From an optimization exercise on the open Yosys and OpenROAD flow, aimed at small area, a short achievable clock period and few clock cycles per item; shortcuts taken in it are not production practice.
Function was not checked in any run shown here: the RTL went through the layout flow alone.
No activity file was given, so power comes from the tool's default toggle rates.

## flow/design.v (module list and top-level ports; edited modules follow where they fit)
// module array_mul_top: 2125 lines
// module mul_fa: 4 lines
// module mul_ha: 4 lines
module array_mul_top (
   input  logic        clk,
   input  logic        arst_n,
   input  logic        in_valid,
   input  logic        para_mode,
   input  logic [15:0] a,
   input  logic [15:0] b,
   output logic        out_valid,
   output logic [31:0] p
);
  // ...
==> flow/run.sh <==
#!/bin/bash
# synth_recipe.tcl (not shown) runs the flow's synth.tcl, then flattens the netlist and writes it again
# the make line also repeats each setting of config.mk as NAME=value (left out here)
make -C /OpenROAD-flow-scripts/flow DESIGN_CONFIG=/design/flow/config.mk WORK_HOME=/design/flow/orfs CLKGATE_MAP_FILE= SYNTH_SCRIPT=/design/flow/synth_recipe.tcl finish
==> flow/config.mk <==
export PLATFORM = sky130hd
export DESIGN_NAME = array_mul_top
export DESIGN_NICKNAME = array_mul_top
export VERILOG_FILES = /design/flow/design.v
export SDC_FILE = /design/flow/constraint.sdc
export NUM_CORES = 4
export LEC_CHECK = 0
export CAP_MARGIN = 20
export CORE_MARGIN = 2
export CORE_UTILIZATION = 40
export SETUP_SLACK_MARGIN = 3.4
export SLEW_MARGIN = 20
export SYNTH_HIERARCHICAL = 1
export SYNTH_MINIMUM_KEEP_SIZE = 0
==> flow/constraint.sdc <==
create_clock -name core_clock -period 6.0 [get_ports {clk}]
set_input_delay 1.2000 -clock core_clock [delete_from_list [all_inputs] [get_ports {clk}]]
set_output_delay 1.2000 -clock core_clock [all_outputs]
set_load 0.01 [all_outputs]
==> impl_metrics.json, run 1 <==
{
  "status": "finished clean",
  "signal_buffers": 89,
  "synthArstFlopShare": 0.0125,
  "sw_frac_of_total": 0.320,
  "finalPower_w": 0.00658,
  "fin_crit_sh": 0.471,
  "clock.fmax_mhz": 354,
  "grt_pass1_vias": 7862,
  "yosysSeqAreaShare": 0.408,
  "syn_inst": 974,
  "powerDensity_nw_per_um2": 465,
  "whs_endpoint": "p27_q3",
  "seq_share": 0.342,
  "multi_input_area_share": 0.497,
  "ctsResizeCount": 169,
  "clock-root-buffer": "clkbuf_16",
  "path_buf_inv": 0,
  "synth_edf_count": 0,
  "dp_cells": 1346,
  "wl_per_cell_um": 17.5,
  "crit_type": "flop to flop",
  "min_path_cells": 0,
  "required_ns": 6.46,
  "reg2reg_to": "hs14_q2",
  "cp.depth": 5,
  "grt_max_degree": 17
}
==> inputs of run 2 (changes only) <==
--- a/flow/design.v
+++ b/flow/design.v
@@ -986,28 +986,28 @@
    logic fs81_q1;
    logic fs82_q1;
    logic fs83_q1;
    logic fc83_q1;
    logic fs84_q1;
    logic fc84_q1;
    logic fs85_q1;
    logic fc85_q1;
+   logic hc13_q2;
    logic fs95_q1;
    logic fs96_q1;
    logic fc96_q1;
    logic fs97_q1;
    logic fc97_q1;
    logic fs98_q1;
    logic fc98_q1;
+   logic fs102_q2;
    logic fc102_q2;
    logic fs103_q2;
    logic fc103_q2;
-   logic hs14_q2;
-   logic hc14_q2;
    logic fs106_q1;
    logic fs107_q1;
    logic fs108_q1;
    logic fc108_q1;
    logic fs109_q1;
    logic fc109_q1;
    logic fs110_q1;
    logic fc110_q1;
@@ -1071,18 +1071,25 @@
    logic fs194_q1;
    logic fc194_q1;
    logic p0_q1;
    logic p0_q2;
    logic p0_q3;
    logic p1_q1;
    logic p1_q2;
    logic p1_q3;
+   logic g2_q1;
+   logic g3_q1;
+   logic p3_q1;
+   logic g8_q2;
+   logic p8_q2;
    logic p9_q2;
+   logic g10_q2;
    logic p10_q2;
+   logic g11_q2;
    logic p11_q2;
    logic g12_q2;
    logic p12_q2;
    logic g13_q2;
    logic p13_q2;
    logic g14_q2;
    logic p14_q2;
    logic g15_q2;
@@ -1101,59 +1108,49 @@
    logic g28_q2;
    logic p28_q2;
    logic p28_q3;
    logic p29_q2;
    logic p29_q3;
    logic p30_q2;
    logic p30_q3;
    logic cg0_q1;
-   logic cg1_q1;
    logic cp1_q1;
    logic cg4_q2;
    logic cp4_q2;
-   logic cg5_q2;
-   logic cp5_q2;
    logic cg12_q2;
    logic cp12_q2;
    logic cg13_q2;
    logic cp13_q2;
    logic cg14_q2;
    logic cp14_q2;
-   logic cg20_q2;
+   logic cg16_q1;
    logic cp20_q2;
-   logic cp28_q2;
-   logic cp29_q2;
    logic cg30_q2;
    logic cp30_q2;
    logic cg35_q2;
-   logic cg48_q2;
-   logic cg49_q2;
    logic cg72_q3;
    logic cg73_q3;
    logic cg74_q3;
    logic cg75_q3;
    logic cg76_q3;
    logic cg77_q3;
-   logic cg78_q3;
    logic sm2_q1;
    logic sm2_q2;
    logic sm2_q3;
-   logic sm3_q1;
    logic sm3_q2;
    logic sm3_q3;
    logic sm4_q2;
    logic sm4_q3;
    logic sm5_q2;
    logic sm5_q3;
    logic sm6_q2;
    logic sm6_q3;
    logic sm7_q2;
    logic sm7_q3;
-   logic sm8_q2;
    logic sm8_q3;
    logic sm9_q3;
    logic sm10_q3;
    logic sm11_q3;
    logic sm12_q3;
    logic sm13_q3;
    logic sm14_q3;
    logic sm15_q3;
@@ -1161,16 +1158,17 @@
    logic sm17_q3;
    logic sm18_q3;
    logic sm19_q3;
    logic sm20_q3;
    logic sm21_q3;
    logic sm22_q3;
    logic sm23_q3;
    logic sm24_q3;
+   logic sm31_q3;
    assign pp_0_0 = ~(a0 & b0);
    assign pp_0_1 = ~(a1 & b0);
    assign pp_0_2 = ~(a2 & b0);
    assign pp_0_3 = ~(a3 & b0);
    assign pp_0_4 = ~(a4 & b0);
    assign pp_0_5 = ~(a5 & b0);
    assign pp_0_6 = ~(a6 & b0);
    assign pp_0_7 = ~(a7 & b0);
@@ -1535,17 +1533,17 @@
    mul_fa u_fa96 (.x(fc78), .y(fc79), .z(fc80), .s(fs96), .c(fc96));
    mul_fa u_fa97 (.x(fc81), .y(fc82), .z(fs91), .s(fs97), .c(fc97));
    mul_fa u_fa98 (.x(fs92), .y(fs93), .z(fs94), .s(fs98), .c(fc98));
    mul_fa u_fa99 (.x(fs95_q1), .y(fc83_q1), .z(fc84_q1), .s(fs99), .c(fc99));
    mul_fa u_fa100 (.x(fc85_q1), .y(fs96_q1), .z(fs97_q1), .s(fs100), .c(fc100));
    mul_fa u_fa101 (.x(fs98_q1), .y(fc86), .z(fc87), .s(fs101), .c(fc101));
    mul_fa u_fa102 (.x(fs99), .y(fs100), .z(fc88), .s(fs102), .c(fc102));
    mul_fa u_fa103 (.x(fc89), .y(fs101), .z(fc90), .s(fs103), .c(fc103));
-   mul_fa u_ha14 (.x(fs102), .y(hc13), .z(1'b1), .s(hs14), .c(hc14));
+   mul_fa u_ha14 (.x(fs102_q2), .y(hc13_q2), .z(1'b1), .s(hs14), .c(hc14));
    mul_fa u_fa104 (.x(pp_2_15), .y(pp_3_14), .z(pp_4_13), .s(fs104), .c(fc104));
    mul_fa u_fa105 (.x(pp_5_12), .y(pp_6_11), .z(pp_7_10), .s(fs105), .c(fc105));
    mul_fa u_fa106 (.x(pp_8_9), .y(pp_9_8), .z(pp_10_7), .s(fs106), .c(fc106));
    mul_fa u_fa107 (.x(pp_11_6), .y(pp_12_5), .z(pp_13_4), .s(fs107), .c(fc107));
    mul_fa u_fa108 (.x(pp_14_3), .y(pp_15_2), .z(fc91), .s(fs108), .c(fc108));
    mul_fa u_fa109 (.x(fc92), .y(fc93), .z(fc94), .s(fs109), .c(fc109));
    mul_fa u_fa110 (.x(fc95), .y(fs104), .z(fs105), .s(fs110), .c(fc110));
    mul_fa u_fa111 (.x(fs106_q1), .y(fs107_q1), .z(fc96_q1), .s(fs111), .c(fc111));
@@ -1658,20 +1656,20 @@
    assign g12 = hc9 & hs10;
    assign p12 = hc9 ^ hs10;
    assign g13 = hc10 & hs11;
    assign p13 = hc10 ^ hs11;
    assign g14 = hc11 & hs12;
    assign p14 = hc11 ^ hs12;
    assign g15 = hc12 & hs13;
    assign p15 = hc12 ^ hs13;
-   assign g16 = fs103_q2 & hs14_q2;
-   assign p16 = fs103_q2 ^ hs14_q2;
-   assign g17 = hc14_q2 & fs116;
-   assign p17 = hc14_q2 ^ fs116;
+   assign g16 = fs103_q2 & hs14;
+   assign p16 = fs103_q2 ^ hs14;
+   assign g17 = hc14 & fs116;
+   assign p17 = hc14 ^ fs116;
    assign g18 = fs128_q2 & fc116;
    assign p18 = fs128_q2 ^ fc116;
    assign g19 = fc128_q2 & fs139_q2;
    assign p19 = fc128_q2 ^ fs139_q2;
    assign g20 = fc139_q2 & fs149_q2;
    assign p20 = fc139_q2 ^ fs149_q2;
    assign g21 = fc149_q2 & fs158_q2;
    assign p21 = fc149_q2 ^ fs158_q2;
@@ -1689,26 +1687,26 @@
    assign p27 = fc188 ^ fs191;
    assign g28 = fs193 & fc191;
    assign p28 = fs193 ^ fc191;
    assign g29 = fs194_q1 & fc193;
    assign p29 = fs194_q1 ^ fc193;
    assign g30 = pp_15_15_q1 & fc194_q1;
    assign p30 = pp_15_15_q1 ^ fc194_q1;
    assign cg0 = g1 | p1;
-   assign cg1 = g3 | (p3 & g2);
+   assign cg1 = g3_q1 | (p3_q1 & g2_q1);
    assign cp1 = p3 & p2;
    assign cg2 = g5 | (p5 & g4);
    assign cp2 = p5 & p4;
    assign cg3 = g7 | (p7 & g6);
    assign cp3 = p7 & p6;
    assign cg4 = g9 | (p9 & g8);
    assign cp4 = p9 & p8;
-   assign cg5 = g11 | (p11 & g10);
-   assign cp5 = p11 & p10;
+   assign cg5 = g11_q2 | (p11_q2 & g10_q2);
+   assign cp5 = p11_q2 & p10_q2;
    assign cg6 = g13_q2 | (p13_q2 & g12_q2);
    assign cp6 = p13_q2 & p12_q2;
    assign cg7 = g15_q2 | (p15_q2 & g14_q2);
    assign cp7 = p15_q2 & p14_q2;
    assign cg8 = g17 | (p17 & g16);
    assign cp8 = p17 & p16;
    assign cg9 = g19 | (p19 & g18);
    assign cp9 = p19 & p18;
@@ -1718,41 +1716,41 @@
    assign cp11 = p23_q2 & p22;
    assign cg12 = g25 | (p25 & g24);
    assign cp12 = p25 & p24;
    assign cg13 = g27 | (p27 & g26);
    assign cp13 = p27 & p26;
    assign cg14 = g29 | (p29 & g28);
    assign cp14 = p29 & p28;
    assign cg16 = g2 | (p2 & cg0);
-   assign cg17 = cg1_q1 | (cp1_q1 & cg0_q1);
+   assign cg17 = cg1 | (cp1_q1 & cg0_q1);
    assign cg18 = g6 | (p6 & cg2);
    assign cp18 = p6 & cp2;
    assign cg19 = cg3 | (cp3 & cg2);
    assign cp19 = cp3 & cp2;
-   assign cg20 = g10 | (p10 & cg4);
+   assign cg20 = g10_q2 | (p10_q2 & cg4_q2);
    assign cp20 = p10 & cp4;
-   assign cg21 = cg5_q2 | (cp5_q2 & cg4_q2);
-   assign cp21 = cp5_q2 & cp4_q2;
+   assign cg21 = cg5 | (cp5 & cg4_q2);
+   assign cp21 = cp5 & cp4_q2;
    assign cg22 = g14_q2 | (p14_q2 & cg6);
    assign cp22 = p14_q2 & cp6;
    assign cg23 = cg7 | (cp7 & cg6);
    assign cp23 = cp7 & cp6;
    assign cg24 = g18 | (p18 & cg8);
    assign cp24 = p18 & cp8;
    assign cg25 = cg9 | (cp9 & cg8);
    assign cp25 = cp9 & cp8;
    assign cg26 = g22 | (p22 & cg10);
    assign cp26 = p22 & cp10;
    assign cg27 = cg11 | (cp11 & cg10);
    assign cp27 = cp11 & cp10;
    assign cg28 = g26_q2 | (p26_q2 & cg12_q2);
-   assign cp28 = p26 & cp12;
+   assign cp28 = p26_q2 & cp12_q2;
    assign cg29 = cg13_q2 | (cp13_q2 & cg12_q2);
-   assign cp29 = cp13 & cp12;
+   assign cp29 = cp13_q2 & cp12_q2;
    assign cg30 = g30 | (p30 & cg14);
    assign cp30 = p30 & cp14;
    assign cg32 = g4 | (p4 & cg17);
    assign cg33 = cg2 | (cp2 & cg17);
    assign cg34 = cg18 | (cp18 & cg17);
    assign cg35 = cg19 | (cp19 & cg17);
    assign cg36 = g12_q2 | (p12_q2 & cg21);
    assign cp36 = p12_q2 & cp21;
@@ -1766,37 +1764,37 @@
    assign cp40 = p20 & cp25;
    assign cg41 = cg10 | (cp10 & cg25);
    assign cp41 = cp10 & cp25;
    assign cg42 = cg26 | (cp26 & cg25);
    assign cp42 = cp26 & cp25;
    assign cg43 = cg27 | (cp27 & cg25);
    assign cp43 = cp27 & cp25;
    assign cg44 = g28_q2 | (p28_q2 & cg29);
-   assign cp44 = p28_q2 & cp29_q2;
+   assign cp44 = p28_q2 & cp29;
    assign cg45 = cg14_q2 | (cp14_q2 & cg29);
-   assign cp45 = cp14_q2 & cp29_q2;
+   assign cp45 = cp14_q2 & cp29;
    assign cg46 = cg30_q2 | (cp30_q2 & cg29);
-   assign cp46 = cp30_q2 & cp29_q2;
-   assign cg48 = g8 | (p8 & cg35);
-   assign cg49 = cg4 | (cp4 & cg35);
-   assign cg50 = cg20_q2 | (cp20_q2 & cg35_q2);
+   assign cp46 = cp30_q2 & cp29;
+   assign cg48 = g8_q2 | (p8_q2 & cg35_q2);
+   assign cg49 = cg4_q2 | (cp4_q2 & cg35_q2);
+   assign cg50 = cg20 | (cp20_q2 & cg35_q2);
    assign cg51 = cg21 | (cp21 & cg35_q2);
    assign cg52 = cg36 | (cp36 & cg35_q2);
    assign cg53 = cg37 | (cp37 & cg35_q2);
    assign cg54 = cg38 | (cp38 & cg35_q2);
    assign cg55 = cg39 | (cp39 & cg35_q2);
    assign cg56 = g24_q2 | (p24_q2 & cg43);
    assign cp56 = p24_q2 & cp43;
    assign cg57 = cg12_q2 | (cp12_q2 & cg43);
    assign cp57 = cp12_q2 & cp43;
-   assign cg58 = cg28 | (cp28_q2 & cg43);
-   assign cp58 = cp28_q2 & cp43;
-   assign cg59 = cg29 | (cp29_q2 & cg43);
-   assign cp59 = cp29_q2 & cp43;
+   assign cg58 = cg28 | (cp28 & cg43);
+   assign cp58 = cp28 & cp43;
+   assign cg59 = cg29 | (cp29 & cg43);
+   assign cp59 = cp29 & cp43;
    assign cg60 = cg44 | (cp44 & cg43);
    assign cp60 = cp44 & cp43;
    assign cg61 = cg45 | (cp45 & cg43);
    assign cp61 = cp45 & cp43;
    assign cg62 = cg46 | (cp46 & cg43);
    assign cp62 = cp46 & cp43;
    assign cg64 = g16 | (p16 & cg55);
    assign cg65 = cg8 | (cp8 & cg55);
@@ -1809,24 +1807,24 @@
    assign cg72 = cg56 | (cp56 & cg55);
    assign cg73 = cg57 | (cp57 & cg55);
    assign cg74 = cg58 | (cp58 & cg55);
    assign cg75 = cg59 | (cp59 & cg55);
    assign cg76 = cg60 | (cp60 & cg55);
    assign cg77 = cg61 | (cp61 & cg55);
    assign cg78 = cg62 | (cp62 & cg55);
    assign sm2 = ~(p2 ^ cg0);
-   assign sm3 = ~(p3 ^ cg16);
+   assign sm3 = ~(p3_q1 ^ cg16_q1);
    assign sm4 = ~(p4 ^ cg17);
    assign sm5 = ~(p5 ^ cg32);
    assign sm6 = ~(p6 ^ cg33);
    assign sm7 = ~(p7 ^ cg34);
-   assign sm8 = ~(p8 ^ cg35);
-   assign sm9 = ~(p9_q2 ^ cg48_q2);
-   assign sm10 = ~(p10_q2 ^ cg49_q2);
+   assign sm8 = ~(p8_q2 ^ cg35_q2);
+   assign sm9 = ~(p9_q2 ^ cg48);
+   assign sm10 = ~(p10_q2 ^ cg49);
    assign sm11 = ~(p11_q2 ^ cg50);
    assign sm12 = ~(p12_q2 ^ cg51);
    assign sm13 = ~(p13_q2 ^ cg52);
    assign sm14 = ~(p14_q2 ^ cg53);
    assign sm15 = ~(p15_q2 ^ cg54);
    assign sm16 = ~(p16 ^ cg55);
    assign sm17 = ~(p17 ^ cg64);
    assign sm18 = ~(p18 ^ cg65);
@@ -1837,17 +1835,17 @@
    assign sm23 = ~(p23_q2 ^ cg70);
    assign sm24 = ~(p24_q2 ^ cg71);
    assign sm25 = ~(p25_q3 ^ cg72_q3);
    assign sm26 = ~(p26_q3 ^ cg73_q3);
    assign sm27 = ~(p27_q3 ^ cg74_q3);
    assign sm28 = ~(p28_q3 ^ cg75_q3);
    assign sm29 = ~(p29_q3 ^ cg76_q3);
    assign sm30 = ~(p30_q3 ^ cg77_q3);
-   assign sm31 = ~cg78_q3;
+   assign sm31 = ~cg78;
    always_ff @(posedge clk) begin
       pp_15_15_q1 <= pp_15_15;
       fs2_q1 <= fs2;
       fc2_q1 <= fc2;
       hs2_q1 <= hs2;
       hc2_q1 <= hc2;
       fs5_q1 <= fs5;
       fc5_q1 <= fc5;
@@ -1901,28 +1899,28 @@
       fs81_q1 <= fs81;
       fs82_q1 <= fs82;
       fs83_q1 <= fs83;
       fc83_q1 <= fc83;
       fs84_q1 <= fs84;
       fc84_q1 <= fc84;
       fs85_q1 <= fs85;
       fc85_q1 <= fc85;
+      hc13_q2 <= hc13;
       fs95_q1 <= fs95;
       fs96_q1 <= fs96;
       fc96_q1 <= fc96;
       fs97_q1 <= fs97;
       fc97_q1 <= fc97;
       fs98_q1 <= fs98;
       fc98_q1 <= fc98;
+      fs102_q2 <= fs102;
       fc102_q2 <= fc102;
       fs103_q2 <= fs103;
       fc103_q2 <= fc103;
-      hs14_q2 <= hs14;
-      hc14_q2 <= hc14;
       fs106_q1 <= fs106;
       fs107_q1 <= fs107;
       fs108_q1 <= fs108;
       fc108_q1 <= fc108;
       fs109_q1 <= fs109;
       fc109_q1 <= fc109;
       fs110_q1 <= fs110;
       fc110_q1 <= fc110;
@@ -1986,18 +1984,25 @@
       fs194_q1 <= fs194;
       fc194_q1 <= fc194;
       p0_q1 <= p0;
       p0_q2 <= p0_q1;
       p0_q3 <= p0_q2;
       p1_q1 <= p1;
       p1_q2 <= p1_q1;
       p1_q3 <= p1_q2;
+      g2_q1 <= g2;
+      g3_q1 <= g3;
+      p3_q1 <= p3;
+      g8_q2 <= g8;
+      p8_q2 <= p8;
       p9_q2 <= p9;
+      g10_q2 <= g10;
       p10_q2 <= p10;
+      g11_q2 <= g11;
       p11_q2 <= p11;
       g12_q2 <= g12;
       p12_q2 <= p12;
       g13_q2 <= g13;
       p13_q2 <= p13;
       g14_q2 <= g14;
       p14_q2 <= p14;
       g15_q2 <= g15;
@@ -2016,76 +2021,67 @@
       g28_q2 <= g28;
       p28_q2 <= p28;
       p28_q3 <= p28_q2;
       p29_q2 <= p29;
       p29_q3 <= p29_q2;
       p30_q2 <= p30;
       p30_q3 <= p30_q2;
       cg0_q1 <= cg0;
-      cg1_q1 <= cg1;
       cp1_q1 <= cp1;
       cg4_q2 <= cg4;
       cp4_q2 <= cp4;
-      cg5_q2 <= cg5;
-      cp5_q2 <= cp5;
       cg12_q2 <= cg12;
       cp12_q2 <= cp12;
       cg13_q2 <= cg13;
       cp13_q2 <= cp13;
       cg14_q2 <= cg14;
       cp14_q2 <= cp14;
-      cg20_q2 <= cg20;
+      cg16_q1 <= cg16;
       cp20_q2 <= cp20;
-      cp28_q2 <= cp28;
-      cp29_q2 <= cp29;
       cg30_q2 <= cg30;
       cp30_q2 <= cp30;
       cg35_q2 <= cg35;
-      cg48_q2 <= cg48;
-      cg49_q2 <= cg49;
       cg72_q3 <= cg72;
       cg73_q3 <= cg73;
       cg74_q3 <= cg74;
       cg75_q3 <= cg75;
       cg76_q3 <= cg76;
       cg77_q3 <= cg77;
-      cg78_q3 <= cg78;
       sm2_q1 <= sm2;
       sm2_q2 <= sm2_q1;
       sm2_q3 <= sm2_q2;
-      sm3_q1 <= sm3;
-      sm3_q2 <= sm3_q1;
+      sm3_q2 <= sm3;
       sm3_q3 <= sm3_q2;
       sm4_q2 <= sm4;
       sm4_q3 <= sm4_q2;
       sm5_q2 <= sm5;
       sm5_q3 <= sm5_q2;
       sm6_q2 <= sm6;
       sm6_q3 <= sm6_q2;
       sm7_q2 <= sm7;
       sm7_q3 <= sm7_q2;
-      sm8_q2 <= sm8;
-      sm8_q3 <= sm8_q2;
+      sm8_q3 <= sm8;
       sm9_q3 <= sm9;
       sm10_q3 <= sm10;
       sm11_q3 <= sm11;
       sm12_q3 <= sm12;
       sm13_q3 <= sm13;
       sm14_q3 <= sm14;
       sm15_q3 <= sm15;
       sm16_q3 <= sm16;
       sm17_q3 <= sm17;
       sm18_q3 <= sm18;
       sm19_q3 <= sm19;
       sm20_q3 <= sm20;
       sm21_q3 <= sm21;
       sm22_q3 <= sm22;
       sm23_q3 <= sm23;
       sm24_q3 <= sm24;
+      sm31_q3 <= sm31;
    end
    logic [2:0] vld;
    always_ff @(posedge clk or negedge arst_n) begin
       if (!arst_n) begin
          vld <= '0;
       end else begin
          vld <= {vld[1:0], in_valid};
       end
@@ -2117,17 +2113,17 @@
    assign p[23] = sm23_q3;
    assign p[24] = sm24_q3;
    assign p[25] = sm25;
    assign p[26] = sm26;
    assign p[27] = sm27;
    assign p[28] = sm28;
    assign p[29] = sm29;
    assign p[30] = sm30;
-   assign p[31] = sm31;
+   assign p[31] = sm31_q3;
 endmodule
 module mul_fa (input logic x, y, z, output logic s, c);
    assign s = x ^ y ^ z;
    assign c = (x & y) | (x & z) | (y & z);
 endmodule
 module mul_ha (input logic x, y, output logic s, c);
    assign s = x ^ y;
    assign c = x & y;
==> flow/flow/run.sh (new file) <==
#!/bin/bash
# Own layout flow: the standard flow (standard.sh, unchanged steps) with three changes:
# port buffers of sky130_fd_sc_hd__buf_2, the delay cells (clkdlybuf4s*, dlygate*, dlymetal*)
# added to the platform's don't-use list so that repair uses plain buffers, and CTS without
# dummy loads. make's full output goes to orfs_make.log here; each ORFS step also keeps its
# own log under orfs/logs/.
set -euo pipefail
bash standard.sh "BUFFER_PORTS_ARGS=-buffer_cell sky130_fd_sc_hd__buf_1" \
  "DONT_USE_CELLS=sky130_fd_sc_hd__probe_p_8 sky130_fd_sc_hd__probec_p_8 sky130_fd_sc_hd__lpflow_bleeder_1 sky130_fd_sc_hd__lpflow_clkbufkapwr_1 sky130_fd_sc_hd__lpflow_clkbufkapwr_16 sky130_fd_sc_hd__lpflow_clkbufkapwr_2 sky130_fd_sc_hd__lpflow_clkbufkapwr_4 sky130_fd_sc_hd__lpflow_clkbufkapwr_8 sky130_fd_sc_hd__lpflow_clkinvkapwr_1 sky130_fd_sc_hd__lpflow_clkinvkapwr_16 sky130_fd_sc_hd__lpflow_clkinvkapwr_2 sky130_fd_sc_hd__lpflow_clkinvkapwr_4 sky130_fd_sc_hd__lpflow_clkinvkapwr_8 sky130_fd_sc_hd__lpflow_decapkapwr_12 sky130_fd_sc_hd__lpflow_decapkapwr_3 sky130_fd_sc_hd__lpflow_decapkapwr_4 sky130_fd_sc_hd__lpflow_decapkapwr_6 sky130_fd_sc_hd__lpflow_decapkapwr_8 sky130_fd_sc_hd__lpflow_inputiso0n_1 sky130_fd_sc_hd__lpflow_inputiso0p_1 sky130_fd_sc_hd__lpflow_inputiso1n_1 sky130_fd_sc_hd__lpflow_inputiso1p_1 sky130_fd_sc_hd__lpflow_inputisolatch_1 sky130_fd_sc_hd__lpflow_isobufsrc_1 sky130_fd_sc_hd__lpflow_isobufsrc_16 sky130_fd_sc_hd__lpflow_isobufsrc_2 sky130_fd_sc_hd__lpflow_isobufsrc_4 sky130_fd_sc_hd__lpflow_isobufsrc_8 sky130_fd_sc_hd__lpflow_isobufsrckapwr_16 sky130_fd_sc_hd__lpflow_lsbuf_lh_hl_isowell_tap_1 sky130_fd_sc_hd__lpflow_lsbuf_lh_hl_isowell_tap_2 sky130_fd_sc_hd__lpflow_lsbuf_lh_hl_isowell_tap_4 sky130_fd_sc_hd__lpflow_lsbuf_lh_isowell_4 sky130_fd_sc_hd__lpflow_lsbuf_lh_isowell_tap_1 sky130_fd_sc_hd__lpflow_lsbuf_lh_isowell_tap_2 sky130_fd_sc_hd__lpflow_lsbuf_lh_isowell_tap_4  sky130_fd_sc_hd__clkdlybuf4s15_1 sky130_fd_sc_hd__clkdlybuf4s15_2 sky130_fd_sc_hd__clkdlybuf4s18_1 sky130_fd_sc_hd__clkdlybuf4s18_2 sky130_fd_sc_hd__clkdlybuf4s25_1 sky130_fd_sc_hd__clkdlybuf4s25_2 sky130_fd_sc_hd__clkdlybuf4s50_1 sky130_fd_sc_hd__clkdlybuf4s50_2 sky130_fd_sc_hd__dlygate4sd1_1 sky130_fd_sc_hd__dlygate4sd2_1 sky130_fd_sc_hd__dlygate4sd3_1 sky130_fd_sc_hd__dlymetal6s2s_1 sky130_fd_sc_hd__dlymetal6s4s_1 sky130_fd_sc_hd__dlymetal6s6s_1" \
  "CTS_ARGS=-sink_clustering_enable -repair_clock_nets -dont_use_dummy_load -buf_list {sky130_fd_sc_hd__clkbuf_4 sky130_fd_sc_hd__clkbuf_8} -sink_clustering_size 20" \
  finish > orfs_make.log 2>&1
==> flow/standard.sh (new file) <==
#!/bin/bash
# synth_recipe.tcl (not shown) runs the flow's synth.tcl, then flattens the netlist and writes it again
# the make line also repeats each setting of config.mk as NAME=value (left out here)
make -C /OpenROAD-flow-scripts/flow DESIGN_CONFIG=/design/flow/config.mk WORK_HOME=/design/flow/orfs CLKGATE_MAP_FILE= SYNTH_SCRIPT=/design/flow/synth_recipe.tcl "${@:-finish}"
==> flow/config.mk (replaced) <==
export PLATFORM = sky130hd
export DESIGN_NAME = array_mul_top
export DESIGN_NICKNAME = array_mul_top
export VERILOG_FILES = /design/flow/design.v
export SDC_FILE = /design/flow/constraint.sdc
export NUM_CORES = 4
export LEC_CHECK = 0
export CAP_MARGIN = 20
export CORE_MARGIN = 2
export CORE_UTILIZATION = 40
export CTS_BUF_LIST = sky130_fd_sc_hd__clkbuf_4 sky130_fd_sc_hd__clkbuf_8
export CTS_CLUSTER_SIZE = 20
export SETUP_SLACK_MARGIN = 3.4
export SLEW_MARGIN = 20
export SYNTH_HIERARCHICAL = 1
export SYNTH_MINIMUM_KEEP_SIZE = 0
removed: flow/run.sh
==> impl_metrics.json, run 2 <==
{
  "status": "finished clean",
  "hp-start": "sm7_q2",
  "clock-root-buffer": "clkbuf_8",
  "synth.distinct_cells": 43,
  "sw_frac_of_total": 0.342,
  "finalSetupViolCount": 0,
  "grt_pass1_vias": 7641,
  "r2r_start": "fs58_q1",
  "insertion_delay_ns": 0.52,
  "row_count": 62,
  "dieHeight_um": 176,
  "reg2reg_depth": 5,
  "wl_per_cell_um": 17.6,
  "dieArea_um2": 30900,
  "powerDensity_nw_per_um2": 421,
  "synth_common_cells": "nand2_1, dfxtp_1, fa_1",
  "largest_register_ffs": 3,
  "syn_area_um2": 11800,
  "p_clk_frac": 0.209,
  "post-route-drc-count": 0,
  "postRouteAntennaNets": 0,
  "slowest_delay_ns": 0.55,
  "cp_max_fo": 1,
  "syn_to_final_growth_pct": 11.6,
  "gp_congestion": 0.840,
  "drt-initial-drc-count": 354,
  "viasPerCell": 4.83,
  "switchingPower_w": 0.00190,
  "clock.fmax_mhz": 375,
  "grtUsageTotal": 0.170,
  "min_period_ns": 2.67,
  "rsz0062_at_grt": "true",
  "min_path_cells": 0,
  "hpwl_um": 18400,
  "die_w_um": 176,
  "hp-class": "flop to flop",
  "fin_util": 0.457,
  "p_leak_nw": 4.80,
  "end_kind": "flop",
  "htreeDepth": 2,
  "clk_path_buf_depth": 3,
  "crit_chain": "fa_1 > fa_1 > fa_1 > fa_1 > ha_1",
  "io_pins": 69,
  "path_delay_family": "adder cells",
  "pwr-share-comb": 0.377,
  "reg2reg_to": "p13_q2",
  "cts_made_buffers": 41,
  "synth_top_area_frac": 0.399,
  "synth_warnings": 7,
  "required_ns": 6.39,
  "path_buf_inv": 0,
  "nets": 1290,
  "cp.arrival_ns": 3.06,
  "r2r_slack_ns": 3.33,
  "power_frac_seq": 0.415,
  "drv_cap": 0,
  "finalPower_w": 0.00555,
  "dr_wl_met2_um": 11400,
  "grt_max_degree": 17,
  "clock_sinks": 238,
  "core_area_um2": 28900,
  "fin_skew_ns": 0.0299,
  "wl_met1_um": 11000,
  "synth_most_common_cell": "nand2_1",
  "cp-start-kind": "flop",
  "whs_endpoint": "sm7_q3",
  "syn_inst": 968,
  "hold_buffers": 0,
  "wl_um": 24500,
  "dp_slack_ns": 2.30,
  "io_buffers": 68,
  "netlist_top_cells_area": "dfxtp_1, fa_1, nand2_1",
  "antenna_found_initial": 0,
  "cts_tree": "done",
  "final_common_cell": "dfxtp_1",
  "diodes": 0,
  "intPower_w": 0.00365,
  "postSynthAreaPerCell_um2": 12.2,
  "slowest_stage": "fa_1",
  "cpMostUsedCell": "fa_1",
  "yosysTopAreaCell": "dfxtp_1",
  "yosysSeqAreaShare": 0.405,
  "fin_crit_sh": 0.445,
  "synth_flop_cell": "dfxtp_1",
  "drive_above_1_share": 0.199,
  "initial_utilization": 0.409,
  "vias": 6727,
  "synth_seq_cells": 238,
  "fin_setup_tns_ns": 0,
  "hold_violations": 0,
  "slew_violations": 0,
  "setup_slack_ns": 3.33,
  "synth_edf_count": 0,
  "dr.max_layer_used": "met4",
  "first_pass_iters": 7,
  "wl_met3_um": 1600,
  "vdd_drop_max_mv": 0.224,
  "overflow": 0,
  "clk_pin_slew_ns": 0.05,
  "grt_pass1_wl_um": 40500,
  "synthArstFlopShare": 0.0126,
  "final_cell_mix": "dfxtp_1, nand2_1, fa_1",
  "top_register": "vld",
  "crit_type": "flop to flop"
}
[run 2: changes by cell type in the layout (fill, tap and decap cells not counted), sizes merged, moves of 4 or more]
cell and delta:
dlymetal6s2s -7, clkdlybuf4s50 -18, inv -4, o21ai -8
clkinvlp -5, xor2 +6, nor2 +5, clkbuf +11
dlygate4sd2 -11, nand2 -5, bufinv -4, clkdlybuf4s15 -16
a21oi -5, buf +38
[run 2: power groups by stage]
stage	Clock (W)	Combinational [W]	Sequential [W]
6_report	0.00116	0.00209	0.00230
5_1_grt	0.00127	0.00245	0.00235
4_1_cts	0.00121	0.00208	0.00231
3_5_place_dp	0	0.00206	0.00234
3_3_place_gp	0	0.00199	0.00234
2_1_floorplan	0	0.00168	0.00227
[run 2: stage by stage]
stage	hold WS, ns	instance area [um^2]	cells
global route	0.316	13200	1392
floorplan	0.310	12600	982
global placement	0.310	12300	1340
CTS	0.305	13100	1385
finish	0.314	13200	1392
detailed placement	0.312	12300	1340
[run 2: timing repair]
item                                    CTS  global route
pin swaps                                 6            13
buffers inserted                          4             7
resized for setup                        68            15
endpoints found under the setup margin  113            52
[run 2: layout make-up]
| class | count | area, um^2 |
|---|---|---|
| Multi-Input combinational cell | 638 | 6920 |
| Inverter | 11 | 41.3 |
| Fill cell | 2664 | 15700 |
| Tap cell | 384 | 480 |
| Timing Repair Buffer | 80 | 388 |
| Clock buffer | 41 | 564 |
| Sequential cell | 238 | 4780 |
[run 2: how the worst max path moves through the flow]
stage	from	end	slack [ns]	cells after the start
after floorplan	para_mode	fs110_q1	3.24	6
after global placement	a[12]	fs134_q1	2.28	5
after detailed placement	a[12]	fs134_q1	2.30	5
after CTS	fs58_q1	p14_q2	3.33	5
after global routing	fc60_q1	p14_q2	3.25	5
final	fs58_q1	p13_q2	3.33	5
[run 2: kinds of logic after synthesis]
| family | share of synthesized area |
|---|---|
| flip-flops | 0.405 |
| other | 0.000318 |
| AND/OR/NAND/NOR | 0.108 |
| adder cells (fa/ha/maj) | 0.394 |
| buffers and inverters | 0.0439 |
| XOR/XNOR | 0.0186 |
| AO/OA/AOI/OAI | 0.0298 |
[run 2: per-layer routing]
layer	up-vias	GRT usage
li1	2991	-
met1	3449	0.232
met2	237	0.272
met3	50	0.0361
met4	0	0.0572
met5	-	0
[run 2: Yosys stat by module, one instance, submodules excluded]
module,flops+latches,cells inside,area (um^2)
array_mul_top,238,758,7600
mul_fa,0,1,20.0
==> inputs of run 3 (changes only) <==
--- a/flow/config.mk
+++ b/flow/config.mk
@@ -11,5 +11,5 @@
 export CTS_BUF_LIST = sky130_fd_sc_hd__clkbuf_4 sky130_fd_sc_hd__clkbuf_8
 export CTS_CLUSTER_SIZE = 20
-export SETUP_SLACK_MARGIN = 3.4
+export SETUP_SLACK_MARGIN = 3.5
 export SLEW_MARGIN = 20
 export SYNTH_HIERARCHICAL = 1
==> impl_metrics.json, run 3 <==
{
  "yosysTopAreaCell": "dfxtp_1",
  "postRouteAntennaNets": 0,
  "dpl_cell_area_um2": 12400,
  "diodes": 0,
  "wl_per_cell_um": 17.4,
  "synth_common_cells": "nand2_1, dfxtp_1, fa_1",
  "fin_util": 0.464,
  "slowest_delay_ns": 0.55,
  "syn_area_um2": 11800,
  "synth_edf_count": 0,
  "synthArstFlopShare": 0.0126,
  "fillCellCount": 2658,
  "insertion_delay_ns": 0.53,
  "post-route-drc-count": 0,
  "grt_pass1_wl_um": 39900,
  "dp_cells": 1341,
  "worst_slew_pin_slew_ns": 0.502,
  "required_ns": 6.40,
  "vias": 6725,
  "grt_pass1_vias": 7520,
  "status": "finished clean",
  "final_common_cell": "dfxtp_1",
  "htreeDepth": 2,
  "viasPerCell": 4.79,
  "yosys.area_share.simple": 0.108,
  "end_kind": "flop",
  "holdWs_ns": 0.322,
  "initial_utilization": 0.409,
  "fin_skew_ns": 0.0396,
  "fin_crit_sh": 0.446,
  "drt-initial-drc-count": 329,
  "synth-xor-area-share": 0.0186,
  "largest_register_ffs": 3,
  "synth_warnings": 7,
  "slowest_stage": "fa_2",
  "finalSetupViolCount": 0,
  "syn_inst": 968,
  "clock_sinks": 238,
  "first_pass_iters": 4,
  "crit_chain": "fa_1 > fa_2 > fa_2 > fa_1 > ha_2",
  "synth_compound_area_frac": 0.0298,
  "synth_flop_cell": "dfxtp_1",
  "slew_headroom": 0.665,
  "nets": 1302,
  "grtUsageTotal": 0.168,
  "final_cell_mix": "dfxtp_1, nand2_1, fa_1",
  "cp-start-kind": "flop",
  "clock.fmax_mhz": 374,
  "fin_setup_tns_ns": 0,
  "overflow": 0,
  "dieArea_um2": 30900,
  "row_count": 62,
  "hpwl_um": 18500,
  "cts_tree": "done",
  "synth_top_family_by_area": "adder cells",
  "path_delay_family": "adder cells",
  "io_pins": 69,
  "grt_max_degree": 17,
  "r2r_slack_ns": 3.33,
  "synth_seq_cells": 238,
  "syn_to_final_growth_pct": 13.4,
  "vdd_drop_max_mv": 0.244,
  "cts_made_buffers": 40,
  "cp_max_fo": 1,
  "clock-root-buffer": "clkbuf_8",
  "slew_violations": 0,
  "final_area_um2": 13400,
  "fin_cells": 1404,
  "p_leak_nw": 4.87,
  "synth_top_area_frac": 0.399,
  "synthMuxAreaShare": 0,
  "clk_pin_slew_ns": 0.05,
  "wl_um": 24500,
  "top_register": "vld",
  "netlist_top_cells_area": "dfxtp_1, fa_1, nand2_1",
  "path_buf_inv": 0,
  "drive_above_1_share": 0.238,
  "hp-class": "flop to flop",
  "rsz0062_at_grt": "true",
  "synth_most_common_cell": "nand2_1",
  "synth.distinct_cells": 43,
  "io_buffers": 68,
  "min_period_ns": 2.67,
  "dieHeight_um": 176,
  "die_w_um": 176,
  "crit_type": "flop to flop",
  "antenna_found_initial": 0,
  "core_area_um2": 28900,
  "hold_violations": 0,
  "hold_buffers": 0,
  "clk_path_buf_depth": 3,
  "synthAdderAreaFrac": 0.394,
  "postSynthAreaPerCell_um2": 12.2,
  "gp_congestion": 0.825,
  "yosysSeqAreaShare": 0.405,
  "drv_cap": 0,
  "powerDensity_nw_per_um2": 417,
  "cp.arrival_ns": 3.08
}
## run 3: routing by layer
| metal | up-vias | track usage | routed length, um |
|---|---|---|---|
| met5 | - | 0 | 0 |
| met4 | 0 | 0.0585 | 608 |
| met3 | 59 | 0.0327 | 1520 |
| met2 | 236 | 0.264 | 11400 |
| met1 | 3418 | 0.232 | 10900 |
| li1 | 3012 | - | - |
## run 3: what timing repair did
action | in CTS | in global routing
pin swaps | 3 | 6
setup endpoints to repair | 129 | 28
resized for setup | 75 | 15
buffers inserted | 12 | 11
## run 3: path summary, 6_finish.rpt
path | start | to | depth (start not counted)
setup / recovery | fs58_q1 | p13_q2 | 5
hold / removal | sm5_q2 | sm5_q3 | 0
setup reg to reg | fs58_q1 | p13_q2 | 5
hold reg to reg | sm5_q2 | sm5_q3 | 0
max in group asynchronous | arst_n | vld[0] | 1
min in group asynchronous | arst_n | vld[2] | 1
## run 3: final cells by class
type / instances / area [um^2] / share of cell area
Multi-Input combinational cell: 638 / 7030 / 0.526
Sequential cell: 238 / 4790 / 0.358
Clock buffer: 40 / 551 / 0.0412
Timing Repair Buffer: 93 / 489 / 0.0366
Tap cell: 384 / 480 / 0.0359
Inverter: 11 / 41.3 / 0.00309
## run 3: logic make-up after synthesis
logic type	count (synthesis)
other cells	1
simple gates	309
xor+xnor	25
fa+ha+maj	244
compound gates	45
buf+inv	106
flops	238
## run 3: per-stage QoR
step / setup slack [ns] / total power [W]
final: 3.33 / 0.00558
after global routing: 3.28 / 0.00610
after CTS: 3.33 / 0.00563
after detailed placement: 2.35 / 0.00441
after global placement: 2.34 / 0.00434
after floorplan: 3.24 / 0.00397
## run 3: Yosys stat by module, one instance, submodules excluded
module / times used / flip-flops and latches
array_mul_top: 1 / 238
mul_fa: 210 / 0
## run 3: report_power, final
part	leakage [nW]	internal (W)	switching [W]
combinational	2.58	0.00101	0.00113
sequential	2.00	0.00208	0.000214
clock	0.288	0.000587	0.000553
total	4.87	0.00368	0.00190

-- static timing again, ports no longer ideal --
No port has a modelled driver above. Below, the same layouts with a new extraction and two added sets of constraints. Step 1 assumes that a clkbuf_16 drives the clock port and a buf_2 every other input. Step 2 adds t to the input delays and takes it off the output delays; t is the mean of the earliest and latest rising clock arrival at the registers after step 1. Input paths then give back, and output paths get back, about the clock's delay inside the block. Three values: ideal, step 1, step 2; two values: the first two.
run	t, ns	setup slack, ns	pins driven straight from the clock port
run 1	0.566	3.173 / 3.173 / 2.900	1
run 2	0.551	3.332 / 3.332 / 2.910	1
run 3	0.560	3.326 / 3.326 / 2.961	1
After both steps every run listed still meets setup and hold. The setup slack of run 2, which loses most, moves by 0.000 ns with the drivers and by -0.422 ns with both steps.
